Background: an optimization exercise with open tools, aiming at small area. Do not read the settings as production practice. Function was checked by simulation only, so behaviour that the tests miss may differ from the original. Power is estimated from default activity; no workload was simulated.

==> module instr_register_pipe, before the edit <==
module instr_register_pipe #(
  parameter int DEPTH = 32,
  parameter int OP_W  = 8,
  localparam int AW    = $clog2(DEPTH),
  localparam int RES_W = 2 * OP_W
) (
  input  logic                    clk,
  input  logic                    reset,
  input  logic                    load_en,
  input  logic [AW-1:0]           write_pointer,
  input  logic [2:0]              opcode,
  input  logic [OP_W-1:0]         operand_a,
  input  logic [OP_W-1:0]         operand_b,
  input  logic                    clear_en,
  input  logic                    rd_en,
  input  logic [AW-1:0]           read_pointer,
  output logic                    rd_valid,
  output logic                    rd_hit,
  output logic [2:0]              rd_opcode,
  output logic [OP_W-1:0]         rd_operand_a,
  output logic [OP_W-1:0]         rd_operand_b,
  output logic [RES_W-1:0]        rd_result,
  output logic                    rd_div0,
  output logic [AW:0]             entry_count,
  output logic                    full
);
  localparam int EW = 3 + 2 * OP_W;
  logic            s1_valid;
  logic [AW-1:0]   s1_ptr;
  logic [EW-1:0]   s1_data;
  always_ff @(posedge clk) begin
    if (reset) s1_valid <= 1'b0;
    else       s1_valid <= load_en;
    s1_ptr  <= write_pointer;
    s1_data <= {opcode, operand_a, operand_b};
  end
  logic [EW-1:0]    mem [DEPTH];
  logic [DEPTH-1:0] valid_q;
  logic [AW:0]      count_q;
  always_ff @(posedge clk) begin
    if (s1_valid) mem[s1_ptr] <= s1_data;
  end
  logic [DEPTH-1:0] wsel;
  localparam int NW = (DEPTH + 2) / 3;
  logic [NW*3-1:0] wsel_x, wval_x;
  logic [NW-1:0]   wgrp_n;
  logic            w_was_valid;
  always_comb begin
    for (int k = 0; k < DEPTH; k++) wsel[k] = s1_valid && (s1_ptr == AW'(k));
    wsel_x = {{(NW*3-DEPTH){1'b0}}, wsel};
    wval_x = {{(NW*3-DEPTH){1'b0}}, valid_q};
  end
  genvar gw;
  generate for (gw = 0; gw < NW; gw++) begin : g_wgrp
    irp_aoi222 u_aoi (
      .s0 (wsel_x[3*gw]),   .d0 (wval_x[3*gw]),
      .s1 (wsel_x[3*gw+1]), .d1 (wval_x[3*gw+1]),
      .s2 (wsel_x[3*gw+2]), .d2 (wval_x[3*gw+2]),
      .y  (wgrp_n[gw])
    );
  end endgenerate
  assign w_was_valid = ~&wgrp_n;
  always_ff @(posedge clk) begin
    if (reset || clear_en) begin
      valid_q <= '0;
      count_q <= '0;
    end else begin
      valid_q <= valid_q | wsel;
      if (s1_valid && !w_was_valid) count_q <= count_q + (AW+1)'(1);
    end
  end
  logic          rd_go, rd_hold;
  logic [EW-1:0] rd_q, rd_d;
  logic          rd_hit_d;
  assign rd_go   = rd_en & ~reset;
  assign rd_hold = ~rd_en & ~reset;
  localparam int NG = (DEPTH + 1 + 2) / 3;
  logic [EW-1:0] rin [NG*3];
  logic [NG*3-1:0] rs;
  always_comb begin
    for (int k = 0; k < NG*3; k++) begin
      if (k < DEPTH) begin
        rs[k]  = rd_go & valid_q[k] & (read_pointer == AW'(k));
        rin[k] = mem[k];
      end else if (k == DEPTH) begin
        rs[k]  = rd_hold;
        rin[k] = rd_q;
      end else begin
        rs[k]  = 1'b0;
        rin[k] = '0;
      end
    end
  end
  genvar gb, gg;
  generate for (gb = 0; gb < EW; gb++) begin : g_rbit
    logic [NG-1:0] grp_n;
    for (gg = 0; gg < NG; gg++) begin : g_grp
      irp_aoi222 u_aoi (
        .s0 (rs[3*gg]),   .d0 (rin[3*gg][gb]),
        .s1 (rs[3*gg+1]), .d1 (rin[3*gg+1][gb]),
        .s2 (rs[3*gg+2]), .d2 (rin[3*gg+2][gb]),
        .y  (grp_n[gg])
      );
    end
    assign rd_d[gb] = ~&grp_n;
  end endgenerate
  assign rd_hit_d = (rd_hold & rd_hit) | (|rs[DEPTH-1:0]);
  always_ff @(posedge clk) begin
    rd_valid <= rd_go;
    rd_hit   <= rd_hit_d;
    rd_q     <= rd_d;
  end
  assign {rd_opcode, rd_operand_a, rd_operand_b} = rd_q;
  alu_unit u_alu (
    .op   (rd_opcode),
    .a    (rd_operand_a),
    .b    (rd_operand_b),
    .res  (rd_result),
    .div0 (rd_div0)
  );
  assign entry_count = count_q;
  assign full        = count_q[AW];
endmodule
clock: 30.0 ns
lec_check: 0
cap_margin: 0
core_margin: 2
core_utilization: 70
place_density: 0.8
slew_margin: 0
synth_hierarchical: 1
synth_minimum_keep_size: 0
standard.sh (not shown) runs the stock make flow with config.mk's settings and CLKGATE_MAP_FILE= SYNTH_SCRIPT=/design/flow/synth_recipe.tcl, a recipe that flattens the netlist after the stock synthesis.
==> flow/flow/run.sh <==
#!/bin/bash
# Own layout flow: the standard ORFS flow (standard.sh) with
#  - synthesis identical to synth_recipe.tcl except for the ABC mapping script
#    (area-oriented mapping; registers are mapped before ABC, so their names
#    and cell types are those of the standard synthesis),
#  - small port buffers,
#  - a clock tree built from smaller clock buffers without dummy loads.
# Each tool's full output goes to a log file in the work folder.
set -euo pipefail
WORK=$(pwd)
FLOWDIR=$WORK/flow

# Synthesis script: synth_recipe.tcl with ORFS synth.tcl patched to use our ABC script
cp "$FLOW_HOME/scripts/synth_preamble.tcl" "$WORK/my_preamble.tcl"
echo "set abc_args [lreplace \$abc_args 1 1 $FLOWDIR/abc_area.script]" >> "$WORK/my_preamble.tcl"
sed "s#source \$::env(SCRIPTS_DIR)/synth_preamble.tcl#source $WORK/my_preamble.tcl#" "$FLOW_HOME/scripts/synth.tcl" > "$WORK/my_synth_core.tcl"
sed "s#source \$::env(SCRIPTS_DIR)/synth.tcl#source $WORK/my_synth_core.tcl#" "$WORK/synth_recipe.tcl" > "$WORK/my_synth.tcl"
grep -q my_synth_core "$WORK/my_synth.tcl"
grep -q abc_area.script "$WORK/my_preamble.tcl"
sed "s#SYNTH_SCRIPT=[^ ]*#SYNTH_SCRIPT=$WORK/my_synth.tcl#" "$WORK/standard.sh" > "$WORK/my_standard.sh"
grep -q "SYNTH_SCRIPT=$WORK/my_synth.tcl" "$WORK/my_standard.sh"

export BUFFER_PORTS_ARGS="-buffer_cell sky130_fd_sc_hd__buf_1"
export CTS_ARGS="-sink_clustering_enable -repair_clock_nets -dont_use_dummy_load -buf_list sky130_fd_sc_hd__clkbuf_8 -sink_clustering_size 17 -sink_clustering_max_diameter 50"

bash "$WORK/my_standard.sh" synth > "$WORK/log_synth.txt" 2>&1
bash "$WORK/my_standard.sh" > "$WORK/log_layout.txt" 2>&1
==> flow/flow/abc_area.script <==
strash
dc2
dch -f
amap
topo
buffer -c
dnsize -c
Edit:
--- a/flow/design.v
+++ b/flow/design.v
@@ -35,24 +35,34 @@
     s1_data <= {opcode, operand_a, operand_b};
   end
   logic [EW-1:0]    mem [DEPTH];
   logic [DEPTH-1:0] valid_q;
   logic [AW:0]      count_q;
-  always_ff @(posedge clk) begin
-    if (s1_valid) mem[s1_ptr] <= s1_data;
-  end
   logic [DEPTH-1:0] wsel;
+  logic [3:0]       wpa;
+  logic [7:0]       wpb;
+  always_comb begin
+    for (int i = 0; i < 4; i++) wpa[i] = s1_valid && (s1_ptr[1:0] == 2'(i));
+    for (int j = 0; j < 8; j++) wpb[j] = (s1_ptr[4:2] == 3'(j));
+  end
   localparam int NW = (DEPTH + 2) / 3;
   logic [NW*3-1:0] wsel_x, wval_x;
   logic [NW-1:0]   wgrp_n;
   logic            w_was_valid;
   always_comb begin
-    for (int k = 0; k < DEPTH; k++) wsel[k] = s1_valid && (s1_ptr == AW'(k));
     wsel_x = {{(NW*3-DEPTH){1'b0}}, wsel};
     wval_x = {{(NW*3-DEPTH){1'b0}}, valid_q};
   end
   genvar gw;
+  generate for (gw = 0; gw < DEPTH; gw++) begin : g_went
+    logic [EW-1:0] ent;
+    irp_inv u_wdrv (.a(~(wpa[gw % 4] & wpb[gw / 4])), .y(wsel[gw]));
+    always_ff @(posedge clk) begin
+      if (wsel[gw]) ent <= s1_data;
+    end
+    assign mem[gw] = ent;
+  end endgenerate
   generate for (gw = 0; gw < NW; gw++) begin : g_wgrp
     irp_aoi222 u_aoi (
       .s0 (wsel_x[3*gw]),   .d0 (wval_x[3*gw]),
       .s1 (wsel_x[3*gw+1]), .d1 (wval_x[3*gw+1]),
       .s2 (wsel_x[3*gw+2]), .d2 (wval_x[3*gw+2]),
@@ -75,14 +85,25 @@
   assign rd_go   = rd_en & ~reset;
   assign rd_hold = ~rd_en & ~reset;
   localparam int NG = (DEPTH + 1 + 2) / 3;
   logic [EW-1:0] rin [NG*3];
   logic [NG*3-1:0] rs;
+  logic [DEPTH-1:0] rs_drv;
+  logic [3:0]       rpa;
+  logic [7:0]       rpb;
+  always_comb begin
+    for (int i = 0; i < 4; i++) rpa[i] = rd_go && (read_pointer[1:0] == 2'(i));
+    for (int j = 0; j < 8; j++) rpb[j] = (read_pointer[4:2] == 3'(j));
+  end
+  genvar gr;
+  generate for (gr = 0; gr < DEPTH; gr++) begin : g_rsel
+    irp_and3 u_rdrv (.a(rpa[gr % 4]), .b(rpb[gr / 4]), .c(valid_q[gr]), .y(rs_drv[gr]));
+  end endgenerate
   always_comb begin
     for (int k = 0; k < NG*3; k++) begin
       if (k < DEPTH) begin
-        rs[k]  = rd_go & valid_q[k] & (read_pointer == AW'(k));
+        rs[k]  = rs_drv[k];
         rin[k] = mem[k];
       end else if (k == DEPTH) begin
         rs[k]  = rd_hold;
         rin[k] = rd_q;
       end else begin
@@ -220,5 +241,17 @@
   input  logic s2, d2,
   output logic y
 );
   assign y = ~((s0 & d0) | (s1 & d1) | (s2 & d2));
 endmodule
+module irp_inv (
+  input  logic a,
+  output logic y
+);
+  assign y = ~a;
+endmodule
+module irp_and3 (
+  input  logic a, b, c,
+  output logic y
+);
+  assign y = a & b & c;
+endmodule
The changed run finished with timing, DRC and antenna clean.
Power stays flat.
Cell area came out lower by a few percent.
Utilization came out lower by 1.8 points.
Non-clock buffer count came out lower by 68.
Clock-buffer cell count does not change.
Sequential cell count stays the same.
Fmax came out higher slightly.
Clock power hardly moves.
Critical path depth came out lower by 1.
Routed wire length came out lower by a few percent.
Setup slack gets better by 0.18 ns.
Via count came out lower by a few percent.
Synthesized area hardly moves.

[what the ideal ports hide]
In the flow no input, the clock included, has a driving cell. The finished layouts below were timed again as built, in two steps.
Step 1, drivers: a clkbuf_16 drives clk and a buf_2 each remaining input, both assumed.
Step 2 times the ports against the registers' clock, not the clock port: input delays grow and output delays shrink by t, the midpoint of the rising clock arrivals with the driver on.
a / b / c = ideal ports / drivers / drivers and shift; a / b = the first two.
| run | shift t [ns] | setup WS [ns] | worst setup path after step 2 |
|---|---|---|---|
| the first run | 0.683 | 2.645 / 2.594 / 3.277 | register to output |
| the second run | 0.688 | 2.821 / 2.767 / 3.454 | register to output |
After both steps every run listed still meets setup and hold.
